This is an optimization exercise on Yosys and OpenROAD, whose aim is a short achievable clock period and few clock cycles, not a production implementation. The RTL was checked by simulation tests, not by an equivalence proof against the original design. Power is estimated from default activity; no workload was simulated.

==> v16 <==
// core_top
module core_top #(
  parameter logic [31:0] RESET_PC = '0
) (
  input  logic        CLK,
  input  logic        RST_N,
  input  logic [31:0] i_imem_data,
  output logic [31:0] o_imem_addr,
  input  logic [31:0] i_dmem_rdata,
  output logic [31:0] o_dmem_addr,
  output logic [31:0] o_dmem_wdata,
  output logic        o_dmem_we
);
export LEC_CHECK = 0
export ABC_CLOCK_PERIOD_IN_PS = 2500
export CAP_MARGIN = 20
export CORE_MARGIN = 2
export CORE_UTILIZATION = 30
export SETUP_SLACK_MARGIN = 5
export SLEW_MARGIN = 20
create_clock -name core_clock -period 8.0 [get_ports {CLK}]
run.sh (not shown) runs the stock make flow with config.mk's settings and CLKGATE_MAP_FILE= SYNTH_SCRIPT=/design/flow/synth_recipe.tcl, a recipe that flattens the netlist after the stock synthesis.
==> v36: changes against v16 <==
--- a/flow/design.v
+++ b/flow/design.v
@@ -28,17 +28,17 @@
   logic        hitok_d;      
   logic        pt_d;         
   logic        static_d;     
   logic        jal_d;
   logic [31:0] tgtb_d;       
   logic [31:0] tgtj_d;       
   logic [31:0] pc4_d;
   logic          bv   [NB];
-  logic [31:2]   btag [NB];
+  logic [31:0]   btag [NB];
   logic [31:0]   btgt [NB];
   logic [31:0]   bw   [NB];
   logic [1:0]    bc   [NB];
   logic [1:0]    bptr;      
   logic          u_v;
   logic          u_tk;
   logic [31:0]   u_pc;
   logic [31:0]   u_tgt;
@@ -47,16 +47,17 @@
   logic [4:0]  rd_e;
   logic        ld_e;
   logic        sw_e;
   logic        br_e;         
   logic        jalr_e;
   logic        jal_e;
   logic        pred_e;       
   logic [5:0]  cond_e;       
+  logic [1:0]  meq_e;        
   logic [5:0]  mcond_e;      
   logic        sub_e;
   logic        sra_e;
   logic        add_e;        
   logic [7:0]  rsel_e;       
   logic [31:0] a_e, b_e, bx_e, s_e;
   logic        fa_e, fb_e, fs_e;
   logic [6:0]  vs_e;         
@@ -64,17 +65,22 @@
   logic [31:0] pc4_e;
   logic [31:0] pc_e;
   logic [31:0] ir_e;
   logic        wr_m;
   logic [4:0]  rd_m;
   logic        ld_m;
   logic        sw_m;
   logic [31:0] res_m;
+  logic [31:0] resf;         
   logic [31:0] st_m;
+  logic        rd_mr;        
+  logic [31:0] rpc_m;        
+  logic        jr_m;         
+  logic [31:0] ja_m, jb_m;   
   logic [31:0] regs [1:31];
   logic [31:0] wb_val;
   assign wb_val = ld_m ? i_dmem_rdata : res_m;
   assign o_dmem_addr  = res_m;
   assign o_dmem_wdata = st_m;
   assign o_dmem_we    = sw_m;
   always_ff @(posedge CLK) begin
     if (!RST_N) begin
@@ -176,53 +182,56 @@
   assign id_jump  = v_d && !hitok_d && (static_d || pt_d);
   assign id_pc    = static_d ? tgt_d : pc4_d;
   logic fa_d, fb_d;
   assign fa_d = fwd1 && !is_lui && !is_auipc;
   assign fb_d = fwd2 && (is_op | is_br);
   logic [31:0] a, b, s;
   logic [31:0] ldv;
   assign ldv = i_dmem_rdata;
-  assign a = fa_e ? wb_val : a_e;
-  assign b = fb_e ? wb_val : b_e;
-  assign s = fs_e ? wb_val : s_e;
+  logic [31:0] fv;
+  assign fv = ld_m ? ldv : resf;
+  assign a  = fa_e ? fv : a_e;
+  assign b  = fb_e ? fv : b_e;
+  assign s  = fs_e ? fv : s_e;
   logic [31:0] s00, s10, s01a, s01s, s11, sl0, sl1a, sl1s, sll2, sum;
   assign s00  = a_e + bx_e + {31'd0, sub_e};
-  assign s10  = res_m + bx_e + {31'd0, sub_e};
-  assign s01a = a_e + res_m;
-  assign s01s = a_e - res_m;
-  assign s11  = sub_e ? 32'd0 : {res_m[30:0], 1'b0};
+  assign s10  = resf + bx_e + {31'd0, sub_e};
+  assign s01a = a_e + resf;
+  assign s01s = a_e - resf;
+  assign s11  = sub_e ? 32'd0 : {resf[30:0], 1'b0};
   assign sl0  = ldv + bx_e + {31'd0, sub_e};
   assign sl1a = a_e + ldv;
   assign sl1s = a_e - ldv;
   assign sll2 = sub_e ? 32'd0 : {ldv[30:0], 1'b0};
   assign sum  = ({32{vs_e[0]}} & s00) | ({32{vs_e[1]}} & s10) |
                 ({32{vs_e[2]}} & (sub_e ? s01s : s01a)) | ({32{vs_e[3]}} & s11) |
                 ({32{vs_e[4]}} & sl0) | ({32{vs_e[5]}} & (sub_e ? sl1s : sl1a)) |
                 ({32{vs_e[6]}} & sll2);
   logic [2:0] c00, c10, c01, c11, cl0, cl1;
   assign c00 = {a_e == b_e, $signed(a_e) < $signed(b_e), a_e < b_e};
-  assign c10 = {res_m == b_e, $signed(res_m) < $signed(b_e), res_m < b_e};
-  assign c01 = {a_e == res_m, $signed(a_e) < $signed(res_m), a_e < res_m};
+  assign c10 = {resf == b_e, $signed(resf) < $signed(b_e), resf < b_e};
+  assign c01 = {a_e == resf, $signed(a_e) < $signed(resf), a_e < resf};
   assign c11 = 3'b100;
   assign cl0 = {ldv == b_e, $signed(ldv) < $signed(b_e), ldv < b_e};
   assign cl1 = {a_e == ldv, $signed(a_e) < $signed(ldv), a_e < ldv};
   function automatic logic cond_hit(input logic [5:0] c, input logic [2:0] f);
     cond_hit = (c[0] & f[2]) | (c[1] & ~f[2]) | (c[2] & f[1]) |
            (c[3] & ~f[1]) | (c[4] & f[0]) | (c[5] & ~f[0]);
   endfunction
   logic [2:0] cmp;
   assign cmp = ({3{vs_e[0]}} & c00) | ({3{vs_e[1]}} & c10) |
                ({3{vs_e[2]}} & c01) | ({3{vs_e[3] | vs_e[6]}} & c11) |
                ({3{vs_e[4]}} & cl0) | ({3{vs_e[5]}} & cl1);
-  logic taken, mispredict;
-  assign taken      = (vs_e[0] & cond_hit(cond_e, c00)) | (vs_e[1] & cond_hit(cond_e, c10)) |
-                      (vs_e[2] & cond_hit(cond_e, c01)) |
-                      ((vs_e[3] | vs_e[6]) & cond_hit(cond_e, c11)) |
-                      (vs_e[4] & cond_hit(cond_e, cl0)) | (vs_e[5] & cond_hit(cond_e, cl1));
+  logic [5:0] eqv;
+  assign eqv = {cl1[2], cl0[2], c11[2], c01[2], c10[2], c00[2]};
+  logic eq_sel;
+  assign eq_sel = |(eqv & {vs_e[5], vs_e[4], vs_e[3] | vs_e[6], vs_e[2], vs_e[1], vs_e[0]});
+  logic mispredict, mis_eq;
+  assign mis_eq = (meq_e[0] & eq_sel) | (meq_e[1] & ~eq_sel);
   assign mispredict = (vs_e[0] & cond_hit(mcond_e, c00)) | (vs_e[1] & cond_hit(mcond_e, c10)) |
                       (vs_e[2] & cond_hit(mcond_e, c01)) |
                       ((vs_e[3] | vs_e[6]) & cond_hit(mcond_e, c11)) |
                       (vs_e[4] & cond_hit(mcond_e, cl0)) | (vs_e[5] & cond_hit(mcond_e, cl1));
   logic [31:0] sll_v, sr_v;
   assign sll_v = a << b[4:0];
   assign sr_v  = 32'($signed({sra_e & a[31], a}) >>> b[4:0]);
   logic [31:0] other;
@@ -231,33 +240,37 @@
                | ({32{rsel_e[2]}} & {31'd0, cmp[1]})
                | ({32{rsel_e[3]}} & {31'd0, cmp[0]})
                | ({32{rsel_e[4]}} & (a ^ b))
                | ({32{rsel_e[5]}} & (a | b))
                | ({32{rsel_e[6]}} & (a & b))
                | ({32{rsel_e[7]}} & pc4_e);
   logic [31:0] res_e;
   assign res_e = add_e ? sum : other;
-  logic        redirect;
-  logic [31:0] redirect_pc;
-  assign redirect    = jalr_e || mispredict;
-  assign redirect_pc = jalr_e ? {sum[31:1], 1'b0} : (pred_e ? pc4_e : tgt_e);
+  logic        redirect, redirect_e;
+  logic [31:0] redirect_pc, rpc_e;
+  assign redirect_e  = mis_eq && !rd_mr;
+  assign rpc_e       = pred_e ? pc4_e : tgt_e;
+  assign redirect    = redirect_e || rd_mr;
+  logic [31:0] jt_m;
+  assign jt_m        = ja_m + jb_m;
+  assign redirect_pc = redirect_e ? rpc_e : (jr_m ? {jt_m[31:1], 1'b0} : rpc_m);
   assign o_imem_addr = {2'b00, pc_f[31:2]};
   logic [NB-1:0] hit_f;
-  logic [31:0]   btgt_f, bw_f;
+  logic [31:0]   btgt_f;
+  logic [NB-1:0] wok_f;      
   logic [1:0]    bc_f;
   logic          pt_f;
   always_comb begin
     btgt_f = '0;
-    bw_f   = '0;
     bc_f   = '0;
     for (int i = 0; i < NB; i++) begin
-      hit_f[i] = bv[i] && btag[i] == pc_f[31:2];
+      hit_f[i] = bv[i] && btag[i] == pc_f;
       btgt_f   = btgt_f | ({32{hit_f[i]}} & btgt[i]);
-      bw_f     = bw_f | ({32{hit_f[i]}} & bw[i]);
+      wok_f[i] = bw[i] == i_imem_data;
       bc_f     = bc_f | ({2{hit_f[i]}} & bc[i]);
     end
   end
   assign pt_f = |hit_f && bc_f[1];
   logic [31:0] ib, ij, pc4_f;
   logic        jal_f, sbr_f;
   assign ib    = {{19{i_imem_data[31]}}, i_imem_data[31], i_imem_data[7], i_imem_data[30:25],
                   i_imem_data[11:8], 1'b0};
@@ -281,37 +294,37 @@
   always_ff @(posedge CLK) begin
     ir_d     <= i_imem_data;
     pc_d     <= pc_f;
     pc4_d    <= pc4_f;
     tgtb_d   <= pc_f + ib;
     tgtj_d   <= pc_f + ij;
     jal_d    <= jal_f;
     static_d <= jal_f | sbr_f;
-    hitok_d  <= |hit_f && bw_f == i_imem_data;
+    hitok_d  <= |(hit_f & wok_f);
     pt_d     <= pt_f;
   end
   logic          tk_e;
-  assign tk_e = jal_e | taken;
+  assign tk_e = jal_e | (pred_e ^ (mis_eq | mispredict));
   always_ff @(posedge CLK) begin
     if (!RST_N) begin
       u_v <= 1'b0;
     end else begin
-      u_v <= br_e | jal_e;
+      u_v <= (br_e | jal_e) & !rd_mr;
     end
   end
   always_ff @(posedge CLK) begin
     u_tk  <= tk_e;
     u_pc  <= pc_e;
     u_tgt <= tgt_e;
     u_ir  <= ir_e;
   end
   logic [NB-1:0] hit_u;
   always_comb begin
-    for (int i = 0; i < NB; i++) hit_u[i] = bv[i] && btag[i] == u_pc[31:2];
+    for (int i = 0; i < NB; i++) hit_u[i] = bv[i] && btag[i] == u_pc;
   end
   logic alloc_u;
   assign alloc_u = u_v && !(|hit_u) && u_tk;
   always_ff @(posedge CLK) begin
     if (!RST_N) begin
       for (int i = 0; i < NB; i++) bv[i] <= 1'b0;
       bptr <= '0;
     end else if (alloc_u) begin
@@ -324,40 +337,42 @@
       if (|hit_u) begin
         for (int i = 0; i < NB; i++) begin
           if (hit_u[i]) begin
             if (u_tk) bc[i] <= (bc[i] == 2'b11) ? 2'b11 : bc[i] + 2'b01;
             else      bc[i] <= (bc[i] == 2'b00) ? 2'b00 : bc[i] - 2'b01;
           end
         end
       end else if (u_tk) begin
-        btag[bptr] <= u_pc[31:2];
+        btag[bptr] <= u_pc;
         btgt[bptr] <= u_tgt;
         bw[bptr]   <= u_ir;
         bc[bptr]   <= 2'b11;
       end
     end
   end
   always_ff @(posedge CLK) begin
     if (!RST_N || redirect || !v_d) begin
       wr_e    <= 1'b0;
       ld_e    <= 1'b0;
       sw_e    <= 1'b0;
       br_e    <= 1'b0;
       jalr_e  <= 1'b0;
       jal_e   <= 1'b0;
+      meq_e   <= '0;
       mcond_e <= '0;
     end else begin
       wr_e    <= writes_d;
       ld_e    <= is_lw;
       sw_e    <= is_sw;
       br_e    <= is_br;
       jalr_e  <= is_jalr;
       jal_e   <= is_jal;
-      mcond_e <= is_br ? (pred_d ? ncond_d : cond_d) : 6'b0;
+      meq_e   <= (is_br && !f3[2]) ? ((pred_d ^ f3[0]) ? 2'b10 : 2'b01) : 2'b00;
+      mcond_e <= (is_br && f3[2]) ? (pred_d ? ncond_d : cond_d) : 6'b0;
     end
   end
   always_ff @(posedge CLK) begin
     rd_e   <= rd;
     pc_e   <= pc_d;
     ir_e   <= ir_d;
     pred_e <= pred_d;
     cond_e <= cond_d;
@@ -378,21 +393,31 @@
     tgt_e  <= tgt_d;
     pc4_e  <= pc4_d;
   end
   always_ff @(posedge CLK) begin
     if (!RST_N) begin
       wr_m  <= 1'b0;
       ld_m  <= 1'b0;
       sw_m  <= 1'b0;
+      rd_mr <= 1'b0;
+      jr_m  <= 1'b0;
       rd_m  <= '0;
       res_m <= '0;
       st_m  <= '0;
     end else begin
-      wr_m  <= wr_e;
-      ld_m  <= ld_e;
-      sw_m  <= sw_e;
+      wr_m  <= wr_e & !rd_mr;
+      ld_m  <= ld_e & !rd_mr;
+      sw_m  <= sw_e & !rd_mr;
+      rd_mr <= (jalr_e | mispredict) & !rd_mr;
+      jr_m  <= jalr_e;
       rd_m  <= rd_e;
       res_m <= res_e;
       st_m  <= s;
     end
   end
+  always_ff @(posedge CLK) begin
+    resf  <= res_e;
+    rpc_m <= pred_e ? pc4_e : tgt_e;
+    ja_m  <= a;
+    jb_m  <= b_e;
+  end
 endmodule
- SETUP_SLACK_MARGIN: 5 -> 4.3
==> v26: changes against v16 <==
--- a/flow/design.v
+++ b/flow/design.v
@@ -28,17 +28,17 @@
   logic        hitok_d;      
   logic        pt_d;         
   logic        static_d;     
   logic        jal_d;
   logic [31:0] tgtb_d;       
   logic [31:0] tgtj_d;       
   logic [31:0] pc4_d;
   logic          bv   [NB];
-  logic [31:2]   btag [NB];
+  logic [31:0]   btag [NB];
   logic [31:0]   btgt [NB];
   logic [31:0]   bw   [NB];
   logic [1:0]    bc   [NB];
   logic [1:0]    bptr;      
   logic          u_v;
   logic          u_tk;
   logic [31:0]   u_pc;
   logic [31:0]   u_tgt;
@@ -47,16 +47,17 @@
   logic [4:0]  rd_e;
   logic        ld_e;
   logic        sw_e;
   logic        br_e;         
   logic        jalr_e;
   logic        jal_e;
   logic        pred_e;       
   logic [5:0]  cond_e;       
+  logic [1:0]  meq_e;        
   logic [5:0]  mcond_e;      
   logic        sub_e;
   logic        sra_e;
   logic        add_e;        
   logic [7:0]  rsel_e;       
   logic [31:0] a_e, b_e, bx_e, s_e;
   logic        fa_e, fb_e, fs_e;
   logic [6:0]  vs_e;         
@@ -65,16 +66,20 @@
   logic [31:0] pc_e;
   logic [31:0] ir_e;
   logic        wr_m;
   logic [4:0]  rd_m;
   logic        ld_m;
   logic        sw_m;
   logic [31:0] res_m;
   logic [31:0] st_m;
+  logic        rd_mr;        
+  logic [31:0] rpc_m;        
+  logic        jr_m;         
+  logic [31:0] ja_m, jb_m;   
   logic [31:0] regs [1:31];
   logic [31:0] wb_val;
   assign wb_val = ld_m ? i_dmem_rdata : res_m;
   assign o_dmem_addr  = res_m;
   assign o_dmem_wdata = st_m;
   assign o_dmem_we    = sw_m;
   always_ff @(posedge CLK) begin
     if (!RST_N) begin
@@ -208,21 +213,22 @@
   function automatic logic cond_hit(input logic [5:0] c, input logic [2:0] f);
     cond_hit = (c[0] & f[2]) | (c[1] & ~f[2]) | (c[2] & f[1]) |
            (c[3] & ~f[1]) | (c[4] & f[0]) | (c[5] & ~f[0]);
   endfunction
   logic [2:0] cmp;
   assign cmp = ({3{vs_e[0]}} & c00) | ({3{vs_e[1]}} & c10) |
                ({3{vs_e[2]}} & c01) | ({3{vs_e[3] | vs_e[6]}} & c11) |
                ({3{vs_e[4]}} & cl0) | ({3{vs_e[5]}} & cl1);
-  logic taken, mispredict;
-  assign taken      = (vs_e[0] & cond_hit(cond_e, c00)) | (vs_e[1] & cond_hit(cond_e, c10)) |
-                      (vs_e[2] & cond_hit(cond_e, c01)) |
-                      ((vs_e[3] | vs_e[6]) & cond_hit(cond_e, c11)) |
-                      (vs_e[4] & cond_hit(cond_e, cl0)) | (vs_e[5] & cond_hit(cond_e, cl1));
+  logic [5:0] eqv;
+  assign eqv = {cl1[2], cl0[2], c11[2], c01[2], c10[2], c00[2]};
+  logic eq_sel;
+  assign eq_sel = |(eqv & {vs_e[5], vs_e[4], vs_e[3] | vs_e[6], vs_e[2], vs_e[1], vs_e[0]});
+  logic mispredict, mis_eq;
+  assign mis_eq = (meq_e[0] & eq_sel) | (meq_e[1] & ~eq_sel);
   assign mispredict = (vs_e[0] & cond_hit(mcond_e, c00)) | (vs_e[1] & cond_hit(mcond_e, c10)) |
                       (vs_e[2] & cond_hit(mcond_e, c01)) |
                       ((vs_e[3] | vs_e[6]) & cond_hit(mcond_e, c11)) |
                       (vs_e[4] & cond_hit(mcond_e, cl0)) | (vs_e[5] & cond_hit(mcond_e, cl1));
   logic [31:0] sll_v, sr_v;
   assign sll_v = a << b[4:0];
   assign sr_v  = 32'($signed({sra_e & a[31], a}) >>> b[4:0]);
   logic [31:0] other;
@@ -231,33 +237,37 @@
                | ({32{rsel_e[2]}} & {31'd0, cmp[1]})
                | ({32{rsel_e[3]}} & {31'd0, cmp[0]})
                | ({32{rsel_e[4]}} & (a ^ b))
                | ({32{rsel_e[5]}} & (a | b))
                | ({32{rsel_e[6]}} & (a & b))
                | ({32{rsel_e[7]}} & pc4_e);
   logic [31:0] res_e;
   assign res_e = add_e ? sum : other;
-  logic        redirect;
-  logic [31:0] redirect_pc;
-  assign redirect    = jalr_e || mispredict;
-  assign redirect_pc = jalr_e ? {sum[31:1], 1'b0} : (pred_e ? pc4_e : tgt_e);
+  logic        redirect, redirect_e;
+  logic [31:0] redirect_pc, rpc_e;
+  assign redirect_e  = mis_eq && !rd_mr;
+  assign rpc_e       = pred_e ? pc4_e : tgt_e;
+  assign redirect    = redirect_e || rd_mr;
+  logic [31:0] jt_m;
+  assign jt_m        = ja_m + jb_m;
+  assign redirect_pc = redirect_e ? rpc_e : (jr_m ? {jt_m[31:1], 1'b0} : rpc_m);
   assign o_imem_addr = {2'b00, pc_f[31:2]};
   logic [NB-1:0] hit_f;
-  logic [31:0]   btgt_f, bw_f;
+  logic [31:0]   btgt_f;
+  logic [NB-1:0] wok_f;      
   logic [1:0]    bc_f;
   logic          pt_f;
   always_comb begin
     btgt_f = '0;
-    bw_f   = '0;
     bc_f   = '0;
     for (int i = 0; i < NB; i++) begin
-      hit_f[i] = bv[i] && btag[i] == pc_f[31:2];
+      hit_f[i] = bv[i] && btag[i] == pc_f;
       btgt_f   = btgt_f | ({32{hit_f[i]}} & btgt[i]);
-      bw_f     = bw_f | ({32{hit_f[i]}} & bw[i]);
+      wok_f[i] = bw[i] == i_imem_data;
       bc_f     = bc_f | ({2{hit_f[i]}} & bc[i]);
     end
   end
   assign pt_f = |hit_f && bc_f[1];
   logic [31:0] ib, ij, pc4_f;
   logic        jal_f, sbr_f;
   assign ib    = {{19{i_imem_data[31]}}, i_imem_data[31], i_imem_data[7], i_imem_data[30:25],
                   i_imem_data[11:8], 1'b0};
@@ -281,37 +291,37 @@
   always_ff @(posedge CLK) begin
     ir_d     <= i_imem_data;
     pc_d     <= pc_f;
     pc4_d    <= pc4_f;
     tgtb_d   <= pc_f + ib;
     tgtj_d   <= pc_f + ij;
     jal_d    <= jal_f;
     static_d <= jal_f | sbr_f;
-    hitok_d  <= |hit_f && bw_f == i_imem_data;
+    hitok_d  <= |(hit_f & wok_f);
     pt_d     <= pt_f;
   end
   logic          tk_e;
-  assign tk_e = jal_e | taken;
+  assign tk_e = jal_e | (pred_e ^ (mis_eq | mispredict));
   always_ff @(posedge CLK) begin
     if (!RST_N) begin
       u_v <= 1'b0;
     end else begin
-      u_v <= br_e | jal_e;
+      u_v <= (br_e | jal_e) & !rd_mr;
     end
   end
   always_ff @(posedge CLK) begin
     u_tk  <= tk_e;
     u_pc  <= pc_e;
     u_tgt <= tgt_e;
     u_ir  <= ir_e;
   end
   logic [NB-1:0] hit_u;
   always_comb begin
-    for (int i = 0; i < NB; i++) hit_u[i] = bv[i] && btag[i] == u_pc[31:2];
+    for (int i = 0; i < NB; i++) hit_u[i] = bv[i] && btag[i] == u_pc;
   end
   logic alloc_u;
   assign alloc_u = u_v && !(|hit_u) && u_tk;
   always_ff @(posedge CLK) begin
     if (!RST_N) begin
       for (int i = 0; i < NB; i++) bv[i] <= 1'b0;
       bptr <= '0;
     end else if (alloc_u) begin
@@ -324,40 +334,42 @@
       if (|hit_u) begin
         for (int i = 0; i < NB; i++) begin
           if (hit_u[i]) begin
             if (u_tk) bc[i] <= (bc[i] == 2'b11) ? 2'b11 : bc[i] + 2'b01;
             else      bc[i] <= (bc[i] == 2'b00) ? 2'b00 : bc[i] - 2'b01;
           end
         end
       end else if (u_tk) begin
-        btag[bptr] <= u_pc[31:2];
+        btag[bptr] <= u_pc;
         btgt[bptr] <= u_tgt;
         bw[bptr]   <= u_ir;
         bc[bptr]   <= 2'b11;
       end
     end
   end
   always_ff @(posedge CLK) begin
     if (!RST_N || redirect || !v_d) begin
       wr_e    <= 1'b0;
       ld_e    <= 1'b0;
       sw_e    <= 1'b0;
       br_e    <= 1'b0;
       jalr_e  <= 1'b0;
       jal_e   <= 1'b0;
+      meq_e   <= '0;
       mcond_e <= '0;
     end else begin
       wr_e    <= writes_d;
       ld_e    <= is_lw;
       sw_e    <= is_sw;
       br_e    <= is_br;
       jalr_e  <= is_jalr;
       jal_e   <= is_jal;
-      mcond_e <= is_br ? (pred_d ? ncond_d : cond_d) : 6'b0;
+      meq_e   <= (is_br && !f3[2]) ? ((pred_d ^ f3[0]) ? 2'b10 : 2'b01) : 2'b00;
+      mcond_e <= (is_br && f3[2]) ? (pred_d ? ncond_d : cond_d) : 6'b0;
     end
   end
   always_ff @(posedge CLK) begin
     rd_e   <= rd;
     pc_e   <= pc_d;
     ir_e   <= ir_d;
     pred_e <= pred_d;
     cond_e <= cond_d;
@@ -378,21 +390,30 @@
     tgt_e  <= tgt_d;
     pc4_e  <= pc4_d;
   end
   always_ff @(posedge CLK) begin
     if (!RST_N) begin
       wr_m  <= 1'b0;
       ld_m  <= 1'b0;
       sw_m  <= 1'b0;
+      rd_mr <= 1'b0;
+      jr_m  <= 1'b0;
       rd_m  <= '0;
       res_m <= '0;
       st_m  <= '0;
     end else begin
-      wr_m  <= wr_e;
-      ld_m  <= ld_e;
-      sw_m  <= sw_e;
+      wr_m  <= wr_e & !rd_mr;
+      ld_m  <= ld_e & !rd_mr;
+      sw_m  <= sw_e & !rd_mr;
+      rd_mr <= (jalr_e | mispredict) & !rd_mr;
+      jr_m  <= jalr_e;
       rd_m  <= rd_e;
       res_m <= res_e;
       st_m  <= s;
     end
   end
+  always_ff @(posedge CLK) begin
+    rpc_m <= pred_e ? pc4_e : tgt_e;
+    ja_m  <= a;
+    jb_m  <= b_e;
+  end
 endmodule
==> metrics.log <==
INFO  metric routability_cong = 0.990
INFO  metric met2RoutedLength = 231000 um
INFO  metric synth-edff-count = 1409
INFO  metric post_synth_xor_area_fraction = 0.0512
INFO  metric ys_ff_latch = 2173
INFO  metric synth-adder-area-share = 0.0513
INFO  metric timing.final.crit_period = 3970 ps
INFO  metric internal_power = 0.0230 W
INFO  metric outcome = timing/DRC/antenna clean
INFO  metric seq_area_frac_synth = 0.496
the above is filed under v26

==> metrics.log <==
INFO  metric synth-adder-area-share = 0.0504
INFO  metric finalWirelength = 485000 um
INFO  metric seq_area_frac_synth = 0.493
INFO  metric io-pin-count = 163
INFO  metric fin_total_pwr = 0.0347 W
INFO  metric met2RoutedLength = 222000 um
INFO  metric timing.final.crit_period = 3900 ps
INFO  metric outcome = timing/DRC/antenna clean
INFO  metric nonClkBufAreaFrac = 0.0504
INFO  metric gr-usage-all-layers = 0.235
INFO  metric ys_ff_latch = 2205
INFO  metric post_synth_xor_area_fraction = 0.0489
INFO  metric routability_cong = 0.976
INFO  metric core_area = 0.392 mm^2
INFO  metric synth-edff-count = 1409
INFO  metric min_delay_path_depth = 0
INFO  metric layout-area-overhead-vs-synth = 19.4%
INFO  metric final_max_slew_viol_count = 0
INFO  metric internal_power = 0.0229 W
the above is filed under v36

==> metrics.log <==
INFO  metric detailedRoute.firstIterationViolations = 14000
INFO  metric timing.final.crit_period = 4150 ps
INFO  metric met2RoutedLength = 217000 um
INFO  metric post_synth_xor_area_fraction = 0.0422
INFO  metric comb_power_share = 0.273
INFO  metric num-fill-cells = 35200
INFO  metric postCtsHoldBufs = 0
INFO  metric ys_ff_latch = 2069
INFO  metric grt_use_met3 = 0.0726
INFO  metric outcome = timing/DRC/antenna clean
INFO  metric synth-adder-area-share = 0.0495
INFO  metric routed_via_density = 5.93
INFO  metric routability_cong = 1.05
INFO  metric tapcell.inserted = 4972
INFO  metric internal_power = 0.0209 W
INFO  metric clock_buffer_count = 291
the above is filed under v16

Testbench counts of v16, summed over its fixed seeds: cycles 168,137.
Testbench counts of v36, summed over its fixed seeds: cycles 172,196.
Testbench counts of v26, summed over its fixed seeds: cycles 172,196.

## what the ideal ports hide
In the flow no input, the clock included, has a driving cell. The finished layouts below were timed again as built, in two steps.
Step 1 assumes that a clkbuf_16 drives the clock port and a buf_2 every other input.
Step 2 adds t to the input delays and takes it off the output delays; t is the mean of the earliest and latest rising clock arrival at the registers after step 1. Input paths then give back, and output paths get back, about the clock's delay inside the block.
a / b / c = ideal / step 1 / step 2; a / b = the first two.
| run | shift t [ns] | setup WS [ns] | hold WS [ns] |
|---|---|---|---|
| v16 | 0.998 | 3.854 / 3.896 / 2.908 | 0.304 / 0.304 / 0.304 |
| v36 | 1.006 | 4.096 / 4.053 / 3.048 | 0.309 / 0.309 / 0.309 |
| v26 | 1.015 | 4.031 / 4.043 / 3.028 | 0.270 / 0.270 / 0.270 |
After both steps every run listed still meets setup and hold. For v36, which loses most, drivers alone change the setup slack by -0.043 ns; drivers and shift together by -1.048 ns.
